This is an optimization exercise on Yosys and OpenROAD, whose aim is a short achievable clock period and few clock cycles, not a production implementation.
In this exercise RTL edits were held to simulation tests only and were not proved equivalent to the original.
Power and IR drop assume default switching activity.

--- flow/design.v ---
typedef logic [31:0] word_t;
typedef logic [4:0]  reg_idx_t;
typedef enum logic [4:0] {
    R_TYPE = 5'b00000,
    J      = 5'b00001,
    BNE    = 5'b00010,
    JAL    = 5'b00011,
    JR     = 5'b00100,
    ADDI   = 5'b00101,
    BLT    = 5'b00110,
    SW     = 5'b00111,
    LW     = 5'b01000
} opcode_e;
typedef enum logic [4:0] {
    ADD = 5'b00000,
    SUB = 5'b00001,
    AND = 5'b00010,
    OR  = 5'b00011,
    SLL = 5'b00100,
    SRA = 5'b00101
} alu_op_e;
localparam int OPCODE_LSB  = 27;
localparam int RD_LSB      = 22;
localparam int RS_LSB      = 17;
localparam int RT_LSB      = 12;
localparam int SHAMT_LSB   = 7;
localparam int ALU_OP_LSB  = 2;
localparam int IMM_BITS    = 17;     
localparam int TARGET_BITS = 27;     
localparam reg_idx_t LINK_REG = 5'd31;   
typedef struct packed {
    logic  valid;
    word_t pc;
    word_t insn;
} fd_t;
typedef struct packed {
    logic     valid;
    reg_idx_t rd;
    alu_op_e  alu_op;
    logic [4:0] shamt;
    logic     use_imm;
    logic     writes_rd;
    logic     is_load;
    logic     is_store;
    word_t    a_value;
    word_t    b_value;
    word_t    imm;
} dx_t;
typedef struct packed {
    logic     valid;
    reg_idx_t rd;
    logic     writes_rd;
    logic     is_load;
    logic     is_store;
    word_t    result;
    word_t    store_data;
} xm_t;
typedef struct packed {
    logic     valid;
    reg_idx_t rd;
    logic     writes_rd;
    word_t    wdata;
} mw_t;
typedef struct packed {
    logic     hit_ok;    
    reg_idx_t rd;
    word_t    data;
    logic     is_load;
} fwd_t;
`timescale 1ns/1ps
module fetch_stage #(
    parameter logic [31:0] RESET_PC = '0
) (
    input  logic  clock,
    input  logic  rst_n,
    input  logic  stall,
    input  logic  redirect,
    input  word_t redirect_pc,
    output word_t address_imem,
    input  word_t q_imem,
    output fd_t   fd
);
    word_t pc;
    logic  fd_valid;
    word_t fd_pc;
    word_t fd_insn;
    assign address_imem = pc;
    always_ff @(posedge clock or negedge rst_n) begin
        if (!rst_n) begin
            pc       <= RESET_PC;
            fd_valid <= 1'b0;
        end else if (redirect) begin
            pc       <= redirect_pc;
            fd_valid <= 1'b0;        
        end else if (!stall) begin
            pc       <= pc + 32'd1;
            fd_valid <= 1'b1;
        end
    end
    always_ff @(posedge clock) begin
        if (!stall) begin
            fd_pc   <= pc;
            fd_insn <= q_imem;
        end
    end
    always_comb begin
        fd.valid = fd_valid;
        fd.pc    = fd_pc;
        fd.insn  = fd_insn;
    end
endmodule
`timescale 1ns/1ps
module operand_bypass (
    input  reg_idx_t ctrl_read_reg_a,
    input  reg_idx_t ctrl_read_reg_b,
    input  logic     reads_a,
    input  logic     reads_b,
    input  word_t    data_read_reg_a,
    input  word_t    data_read_reg_b,
    input  fwd_t     ex_fwd,
    input  fwd_t     mem_fwd,
    input  fwd_t     wb_fwd,
    output word_t    a_value,
    output word_t    b_value,
    output logic     stall
);
    logic ex_hit_a, mem_hit_a, wb_hit_a;
    logic ex_hit_b, mem_hit_b, wb_hit_b;
    assign ex_hit_a  = ex_fwd.hit_ok  && (ex_fwd.rd  == ctrl_read_reg_a);
    assign mem_hit_a = mem_fwd.hit_ok && (mem_fwd.rd == ctrl_read_reg_a);
    assign wb_hit_a  = wb_fwd.hit_ok  && (wb_fwd.rd  == ctrl_read_reg_a);
    assign ex_hit_b  = ex_fwd.hit_ok  && (ex_fwd.rd  == ctrl_read_reg_b);
    assign mem_hit_b = mem_fwd.hit_ok && (mem_fwd.rd == ctrl_read_reg_b);
    assign wb_hit_b  = wb_fwd.hit_ok  && (wb_fwd.rd  == ctrl_read_reg_b);
    always_comb begin
        if (ex_hit_a) begin
            a_value = ex_fwd.data;
        end else if (mem_hit_a) begin
            a_value = mem_fwd.data;
        end else if (wb_hit_a) begin
            a_value = wb_fwd.data;
        end else begin
            a_value = data_read_reg_a;
        end
    end
    always_comb begin
        if (ex_hit_b) begin
            b_value = ex_fwd.data;
        end else if (mem_hit_b) begin
            b_value = mem_fwd.data;
        end else if (wb_hit_b) begin
            b_value = wb_fwd.data;
        end else begin
            b_value = data_read_reg_b;
        end
    end
    assign stall = ex_fwd.is_load & ((reads_a & ex_hit_a) | (reads_b & ex_hit_b));
endmodule
`timescale 1ns/1ps
module alu (
    input  word_t      a,
    input  word_t      b,
    input  alu_op_e    op,
    input  logic [4:0] shamt,
    output word_t      result
);
    always_comb begin
        case (op)
            ADD: begin
                result = a + b;
            end
            SUB: begin
                result = a - b;
            end
            AND: begin
                result = a & b;
            end
            OR: begin
                result = a | b;
            end
            SLL: begin
                result = a << shamt;
            end
            SRA: begin
                result = word_t'($signed(a) >>> shamt);    
            end
            default: begin
                result = '0;
            end
        endcase
    end
endmodule
`timescale 1ns/1ps
module decode_stage (
    input  logic     clock,
    input  logic     rst_n,
    input  fd_t      fd,
    output reg_idx_t ctrl_read_reg_a,
    output reg_idx_t ctrl_read_reg_b,
    input  word_t    data_read_reg_a,
    input  word_t    data_read_reg_b,
    input  fwd_t     ex_fwd,
    input  fwd_t     mem_fwd,
    input  fwd_t     wb_fwd,
    output logic     stall,
    output logic     redirect,
    output word_t    redirect_pc,
    output dx_t      dx
);
    opcode_e    opcode;
    reg_idx_t   rd;
    reg_idx_t   rs;
    reg_idx_t   rt;
    word_t      imm;
    word_t      jump_target;
    word_t      pc_plus_1;
    word_t      a_value;
    word_t      b_value;
    logic       is_rtype, is_j, is_bne, is_jal, is_jr;
    logic       is_addi, is_blt, is_sw, is_lw;
    logic       reads_a;
    logic       reads_b;
    logic       branch_taken;
    dx_t        dx_next;
    dx_t        dx_body;
    logic       dx_valid;
    assign opcode      = opcode_e'(fd.insn[OPCODE_LSB +: 5]);
    assign rd          = fd.insn[RD_LSB +: 5];
    assign rs          = fd.insn[RS_LSB +: 5];
    assign rt          = fd.insn[RT_LSB +: 5];
    assign imm         = {{(32 - IMM_BITS){fd.insn[IMM_BITS - 1]}}, fd.insn[IMM_BITS - 1:0]};
    assign jump_target = {{(32 - TARGET_BITS){1'b0}}, fd.insn[TARGET_BITS - 1:0]};
    assign pc_plus_1   = fd.pc + 32'd1;
    assign is_rtype = (opcode == R_TYPE);
    assign is_j     = (opcode == J);
    assign is_bne   = (opcode == BNE);
    assign is_jal   = (opcode == JAL);
    assign is_jr    = (opcode == JR);
    assign is_addi  = (opcode == ADDI);
    assign is_blt   = (opcode == BLT);
    assign is_sw    = (opcode == SW);
    assign is_lw    = (opcode == LW);
    assign ctrl_read_reg_a = (is_bne | is_blt | is_jr) ? rd : rs;
    assign ctrl_read_reg_b = (is_bne | is_blt) ? rs : (is_sw ? rd : rt);
    assign reads_a = fd.valid & (is_rtype | is_addi | is_lw | is_sw | is_bne | is_blt | is_jr);
    assign reads_b = fd.valid & (is_rtype | is_bne | is_blt | is_sw);
    operand_bypass bypass_i (
        .ctrl_read_reg_a (ctrl_read_reg_a),
        .ctrl_read_reg_b (ctrl_read_reg_b),
        .reads_a         (reads_a),
        .reads_b         (reads_b),
        .data_read_reg_a (data_read_reg_a),
        .data_read_reg_b (data_read_reg_b),
        .ex_fwd          (ex_fwd),
        .mem_fwd         (mem_fwd),
        .wb_fwd          (wb_fwd),
        .a_value         (a_value),
        .b_value         (b_value),
        .stall           (stall)
    );
    assign branch_taken = (is_bne & (a_value != b_value)) |
                          (is_blt & ($signed(a_value) < $signed(b_value)));
    assign redirect = fd.valid & ~stall & (branch_taken | is_j | is_jal | is_jr);
    always_comb begin
        if (is_jr) begin
            redirect_pc = a_value;
        end else if (is_j | is_jal) begin
            redirect_pc = jump_target;
        end else begin
            redirect_pc = pc_plus_1 + imm;   
        end
    end
    always_comb begin
        dx_next.valid     = fd.valid & ~stall;   
        dx_next.rd        = is_jal ? LINK_REG : rd;
        dx_next.alu_op    = is_rtype ? alu_op_e'(fd.insn[ALU_OP_LSB +: 5]) : ADD;
        dx_next.shamt     = fd.insn[SHAMT_LSB +: 5];
        dx_next.use_imm   = is_addi | is_lw | is_sw;
        dx_next.writes_rd = is_rtype | is_addi | is_lw | is_jal;
        dx_next.is_load   = is_lw;
        dx_next.is_store  = is_sw;
        dx_next.a_value   = is_jal ? pc_plus_1 : a_value;
        dx_next.b_value   = is_jal ? '0 : b_value;
        dx_next.imm       = imm;
    end
    always_ff @(posedge clock or negedge rst_n) begin
        if (!rst_n) begin
            dx_valid <= 1'b0;
        end else begin
            dx_valid <= dx_next.valid;
        end
    end
    always_ff @(posedge clock) begin
        dx_body <= dx_next;
    end
    always_comb begin
        dx       = dx_body;
        dx.valid = dx_valid;
    end
endmodule
`timescale 1ns/1ps
module execute_stage (
    input  logic clock,
    input  logic rst_n,
    input  dx_t  dx,
    output fwd_t ex_fwd,
    output xm_t  xm
);
    word_t operand_b;
    word_t alu_result;
    xm_t   xm_next;
    xm_t   xm_body;
    logic  xm_valid;
    assign operand_b = dx.use_imm ? dx.imm : dx.b_value;    
    alu alu_i (
        .a      (dx.a_value),
        .b      (operand_b),
        .op     (dx.alu_op),
        .shamt  (dx.shamt),
        .result (alu_result)
    );
    always_comb begin
        ex_fwd.hit_ok  = dx.valid & dx.writes_rd & (dx.rd != '0);
        ex_fwd.rd      = dx.rd;
        ex_fwd.data    = alu_result;
        ex_fwd.is_load = dx.is_load;
    end
    always_comb begin
        xm_next.valid      = dx.valid;
        xm_next.rd         = dx.rd;
        xm_next.writes_rd  = dx.writes_rd;
        xm_next.is_load    = dx.is_load;
        xm_next.is_store   = dx.is_store;
        xm_next.result     = alu_result;
        xm_next.store_data = dx.b_value;
    end
    always_ff @(posedge clock or negedge rst_n) begin
        if (!rst_n) begin
            xm_valid <= 1'b0;
        end else begin
            xm_valid <= xm_next.valid;
        end
    end
    always_ff @(posedge clock) begin
        xm_body <= xm_next;
    end
    always_comb begin
        xm       = xm_body;
        xm.valid = xm_valid;
    end
endmodule
`timescale 1ns/1ps
module mem_wb_stage (
    input  logic     clock,
    input  logic     rst_n,
    input  xm_t      xm,
    output word_t    address_dmem,
    output word_t    data,
    output logic     wren,
    input  word_t    q_dmem,
    output fwd_t     mem_fwd,
    output fwd_t     wb_fwd,
    output logic     ctrl_write_enable,
    output reg_idx_t ctrl_write_reg,
    output word_t    data_write_reg
);
    mw_t  mw_next;
    mw_t  mw_body;
    mw_t  mw;
    logic mw_valid;
    assign address_dmem = xm.result;
    assign data         = xm.store_data;
    assign wren         = xm.valid & xm.is_store;      
    always_comb begin
        mem_fwd.hit_ok  = xm.valid & xm.writes_rd & (xm.rd != '0);
        mem_fwd.rd      = xm.rd;
        mem_fwd.data    = xm.is_load ? q_dmem : xm.result;
        mem_fwd.is_load = xm.is_load;
    end
    always_comb begin
        mw_next.valid     = xm.valid;
        mw_next.rd        = xm.rd;
        mw_next.writes_rd = xm.writes_rd;
        mw_next.wdata     = mem_fwd.data;
    end
    always_ff @(posedge clock or negedge rst_n) begin
        if (!rst_n) begin
            mw_valid <= 1'b0;
        end else begin
            mw_valid <= mw_next.valid;
        end
    end
    always_ff @(posedge clock) begin
        mw_body <= mw_next;
    end
    always_comb begin
        mw       = mw_body;
        mw.valid = mw_valid;
    end
    always_comb begin
        wb_fwd.hit_ok  = mw.valid & mw.writes_rd & (mw.rd != '0);
        wb_fwd.rd      = mw.rd;
        wb_fwd.data    = mw.wdata;
        wb_fwd.is_load = 1'b0;
    end
    assign ctrl_write_enable = wb_fwd.hit_ok;
    assign ctrl_write_reg    = mw.rd;
    assign data_write_reg    = mw.wdata;
endmodule
`timescale 1ns/1ps
module processor #(
    parameter logic [31:0] RESET_PC = '0
) (
    input  logic     clock,
    input  logic     rst_n,
    output word_t    address_imem,
    input  word_t    q_imem,
    output word_t    address_dmem,
    output word_t    data,
    output logic     wren,
    input  word_t    q_dmem,
    output logic     ctrl_write_enable,
    output reg_idx_t ctrl_write_reg,
    output reg_idx_t ctrl_read_reg_a,
    output reg_idx_t ctrl_read_reg_b,
    output word_t    data_write_reg,
    input  word_t    data_read_reg_a,
    input  word_t    data_read_reg_b
);
    fd_t   fd;
    dx_t   dx;
    xm_t   xm;
    fwd_t  ex_fwd;
    fwd_t  mem_fwd;
    fwd_t  wb_fwd;
    logic  stall;
    logic  redirect;
    word_t redirect_pc;
    fetch_stage #(
        .RESET_PC (RESET_PC)
    ) fetch_i (
        .clock        (clock),
        .rst_n        (rst_n),
        .stall        (stall),
        .redirect     (redirect),
        .redirect_pc  (redirect_pc),
        .address_imem (address_imem),
        .q_imem       (q_imem),
        .fd           (fd)
    );
    decode_stage decode_i (
        .clock           (clock),
        .rst_n           (rst_n),
        .fd              (fd),
        .ctrl_read_reg_a (ctrl_read_reg_a),
        .ctrl_read_reg_b (ctrl_read_reg_b),
        .data_read_reg_a (data_read_reg_a),
        .data_read_reg_b (data_read_reg_b),
        .ex_fwd          (ex_fwd),
        .mem_fwd         (mem_fwd),
        .wb_fwd          (wb_fwd),
        .stall           (stall),
        .redirect        (redirect),
        .redirect_pc     (redirect_pc),
        .dx              (dx)
    );
    execute_stage execute_i (
        .clock  (clock),
        .rst_n  (rst_n),
        .dx     (dx),
        .ex_fwd (ex_fwd),
        .xm     (xm)
    );
    mem_wb_stage mem_wb_i (
        .clock             (clock),
        .rst_n             (rst_n),
        .xm                (xm),
        .address_dmem      (address_dmem),
        .data              (data),
        .wren              (wren),
        .q_dmem            (q_dmem),
        .mem_fwd           (mem_fwd),
        .wb_fwd            (wb_fwd),
        .ctrl_write_enable (ctrl_write_enable),
        .ctrl_write_reg    (ctrl_write_reg),
        .data_write_reg    (data_write_reg)
    );
endmodule
--- flow/run.sh ---
#!/bin/bash
# synth_recipe.tcl (not shown) runs the flow's synth.tcl, then flattens the netlist and writes it again
# the make line also repeats each setting of config.mk as NAME=value (left out here)
make -C /OpenROAD-flow-scripts/flow DESIGN_CONFIG=/design/flow/config.mk WORK_HOME=/design/flow/orfs CLKGATE_MAP_FILE= SYNTH_SCRIPT=/design/flow/synth_recipe.tcl finish
--- flow/config.mk ---
export PLATFORM = sky130hd
export DESIGN_NAME = processor
export DESIGN_NICKNAME = processor
export VERILOG_FILES = /design/flow/design.v
export SDC_FILE = /design/flow/constraint.sdc
export NUM_CORES = 4
export LEC_CHECK = 0
export CAP_MARGIN = 20
export CORE_MARGIN = 2
export CORE_UTILIZATION = 40
export SLEW_MARGIN = 20
--- flow/constraint.sdc ---
create_clock -name core_clock -period 9.0 [get_ports {clock}]
set_input_delay 1.8000 -clock core_clock [delete_from_list [all_inputs] [get_ports {clock}]]
set_output_delay 1.8000 -clock core_clock [all_outputs]
set_load 0.01 [all_outputs]
==> summary.txt <==
## worst max path at each step
stage                                 startpoint                    endpoint  slack (ns)
floorplan           decode_i.dx_body[99]$_DFF_P_   fetch_i.pc[6]$_DFFE_PN0P_        0.83
global placement    decode_i.dx_body[99]$_DFF_P_  fetch_i.pc[23]$_DFFE_PN0P_        1.17
detailed placement  decode_i.dx_body[99]$_DFF_P_   fetch_i.pc[6]$_DFFE_PN0P_        0.77
CTS                 decode_i.dx_body[99]$_DFF_P_   fetch_i.pc[6]$_DFFE_PN0P_        0.75
global route        decode_i.dx_body[99]$_DFF_P_   fetch_i.pc[6]$_DFFE_PN0P_        0.06
finish              decode_i.dx_body[99]$_DFF_P_   fetch_i.pc[6]$_DFFE_PN0P_        0.51
## layout make-up
type | count | area (µm²) | area share [%]
well taps | 782 | 978 | 3.42
clock buffers | 53 | 1140 | 3.99
flip-flops and latches | 305 | 6940 | 24.3
repair buffers | 374 | 3500 | 12.2
multi-input cells | 2154 | 15500 | 54.4
inverters | 72 | 270 | 0.946
diodes | 1 | 2.50 | 0.00876
clock inverters | 17 | 215 | 0.753
## cell families after synthesis
kind of cell | count (synthesis)
adder cells (fa/ha/maj) | 101
AO/OA/AOI/OAI | 828
flip-flops | 305
AND/OR/NAND/NOR | 849
buffers and inverters | 379
XOR/XNOR | 122
multiplexers | 254
## metrics by stage
step / hold slack [ns] / worst slack (ns) / instance area (µm²)
6_report: 0.348 / 0.511 / 28600
5_1_grt: 0.347 / 0.0562 / 28600
4_1_cts: 0.346 / 0.749 / 28600
3_5_place_dp: 0.323 / 0.768 / 27200
3_3_place_gp: 0.315 / 1.17 / 27200
2_1_floorplan: 0.310 / 0.829 / 24200
## metal layers
layer	share of wire (%)	GRT usage [%]	vias to the layer above
met5	0.015	0	-
met4	5.4	16.8	2
met3	9.2	6.59	292
met2	45	57.1	1489
met1	41	47.8	12100
li1	-	-	10700
## Yosys cell counts, types with 17 or more instances
cell | n | area [µm²]
a211oi_1 | 40 | 300
a21o_1 | 43 | 323
a21oi_1 | 228 | 1140
a31oi_1 | 21 | 131
and2_1 | 26 | 163
and3_1 | 34 | 213
buf_2 | 40 | 200
buf_4 | 104 | 781
clkbuf_1 | 149 | 559
dfrtp_1 | 36 | 901
dfxtp_1 | 205 | 4100
edfxtp_1 | 64 | 1920
ha_1 | 99 | 1240
inv_1 | 69 | 259
mux2_2 | 71 | 800
mux2i_1 | 95 | 951
mux4_2 | 88 | 1980
nand2_1 | 207 | 777
nand2b_1 | 33 | 206
nand3_1 | 77 | 385
nand4_1 | 34 | 213
nor2_1 | 284 | 1070
nor3_1 | 44 | 220
o2111ai_1 | 17 | 149
o211ai_1 | 52 | 390
o21ai_0 | 213 | 1070
o22ai_1 | 22 | 138
or3_1 | 20 | 125
xnor2_1 | 80 | 701
xor2_1 | 42 | 368
## state kept, by name, summed over array words and instances, names as in the netlist
| signal | count |
|---|---|
| execute_i.xm_body | 72 |
| execute_i.xm_valid | 1 |
| mem_wb_i.mw_valid | 1 |
| mem_wb_i.mw_body | 38 |
| decode_i.dx_valid | 1 |
| fetch_i.pc | 32 |
| decode_i.dx_body | 95 |
| fetch_i.fd_insn | 32 |
| fetch_i.fd_pc | 32 |
| fetch_i.fd_valid | 1 |
## power groups by stage
| stage | Sequential (µW) | Clock [µW] | Combinational [µW] |
|---|---|---|---|
| 6_report | 2140 | 1680 | 2850 |
| 5_1_grt | 2170 | 1750 | 3030 |
| 4_1_cts | 2130 | 1700 | 2800 |
| 3_5_place_dp | 2150 | 0 | 2780 |
| 3_3_place_gp | 2150 | 0 | 2780 |
| 2_1_floorplan | 2000 | 0 | 1790 |
==> metrics.cfg <==
[worst_setup_path]
worstSetupPathType = reg2reg
slowest_delay_ns = 0.59
crit_slowest_cell = a2111oi_0
cp_common_cell = o21ai_0
reg2reg_depth = 31
crit_family = compound AO/OA/AOI/OAI gates
r2r-end = fetch_i.pc[6]$_DFFE_PN0P_
crit_arrival_ns = 9.00
crit_fanout = 17
r2r_slack_ns = 0.51
worstSetupStartpointType = flop
r2r-start = decode_i.dx_body[99]$_DFF_P_
path_buf_inv = 3
worstPathRequired_ns = 9.51
cp_num_cells = 31
end_kind = flop

[synth]
synthesis.area_mm2 = 0.0242
yosysSeqAreaShare_pct = 28.6
ys_ff_latch = 305
muxShareOfSynthArea_pct = 15.4
async_reset_ff_share_pct = 11.8
synth_ff_type = dfxtp_1
yosys.area_share.simple_pct = 16.7
synth_top_family_by_area = compound AO/OA/AOI/OAI gates
synth_compound_area_share_pct = 22.0
postSynthCellCount = 2838
yosysUniqueCellTypes = 89
synth.avg_cell_area_um2 = 8.54
synth_adder_area_share_pct = 5.27
ys_warn_count = 6
synth_edf_count = 64
synthesis.nets = 3069
synthXorXnorAreaFrac_pct = 4.41

[min_path]
min_to = execute_i.xm_body[64]$_DFF_P_
min_from = decode_i.dx_body[96]$_DFF_P_
whs_path_depth = 0
hp-class = reg2reg

[grt]
antenna_found_initial = 5
grt_overflow = 0
grt_max_degree = 77
track_usage_pct = 36.1
grt_pass1_vias = 23700
grt_pass1_wl_mm = 167

[floorplanning]
core_area_mm2 = 0.0601
num_rows = 90
die_w_um = 250
die_h_um = 250
initial_core_util_pct = 40.3
die_area_mm2 = 0.0626
ios = 275

[clock_network]
h-tree-depth = 2
clk-insertion-delay-late_ns = 0.58
cts_tree = yes
postCtsHoldBufs = 0
post_cts.repair.setup_buffers = 0
clk_pin_slew_ns = 0.06
clock_path_buffers = 3
clock-sinks = 305
cts_root_buf = clkbuf_16
cts-resized-gates = 0
cts_buffers = 39

[timing]
finalHoldViolCount = 0
period_share_pct = 94.3
rsz0062_at_grt = no
fmax_mhz = 118
worst_pin_slew_ns = 1.18
clock_skew_ns = 0.0243
min_period_ns = 8.49
slew_violations = 0
tns_ns = 0
slew_headroom_pct = 21.6
setup_viol = 0

[detailed_routing]
wl_per_cell_um = 31.1
dr_total_vias = 24600
drtPass1Iterations = 8
via_per_inst = 6.53
ant_nets = 0
drc_errors = 0
drtIter0Drc = 2861
wirelength_mm = 117

[layout]
area_growth_pct = 17.9
nNetsFinal = 3177
layout_common_cells = 284 x nor2_1, 273 x clkdlybuf4s50_1, 228 x a21oi_1
drive_above_1_share_pct = 12.5
fin_cells = 3758
final_util_pct = 47.5
fillers = 5853
mostFrequentLayoutCell = nor2_1

[outcome]
status = finished clean

[power]
swShare_pct = 40.5
intPower_uw = 3970
switchingPower_uw = 2710
p_leak_uw = 0.0110
combinationalPowerShare_pct = 42.7
pwr-share-clk_pct = 25.2
p_total_uw = 6670
seqPwrFrac_pct = 32.1
power_density_mw_per_mm2 = 234
peakVddDrop_v = 0.000262

[place]
dp_hpwl_mm = 89.0
io_buffers = 274
placed_cells = 3687
gp_congestion = 1.02

[run]
drv_cap = 0

Testbench counts, summed over its fixed seeds: cycles 112,894.

[separate check: timing with driven ports]
No port has a modelled driver above. Below, the same layout with a new extraction and two added sets of constraints. Step 1 sets driving cells, clkbuf_16 on the clock port and buf_2 on the other inputs (assumed; they add their load-dependent delay and slew). Step 2 adds t to the input delays and takes it off the output delays; t is the mean of the earliest and latest rising clock arrival at the registers after step 1. Input paths then give back, and output paths get back, about the clock's delay inside the block. Slacks: ideal / step 1 / step 2; pairs: ideal / step 1.
t (ns): 0.627
setup WS [ns]: 0.511 / 0.511 / 0.511
worst slew at a driven data input, ns: 0.07
After both steps setup and hold are still met in this run. The setup slack of this run moves by 0.000 ns with the drivers and by 0.000 ns with both steps.
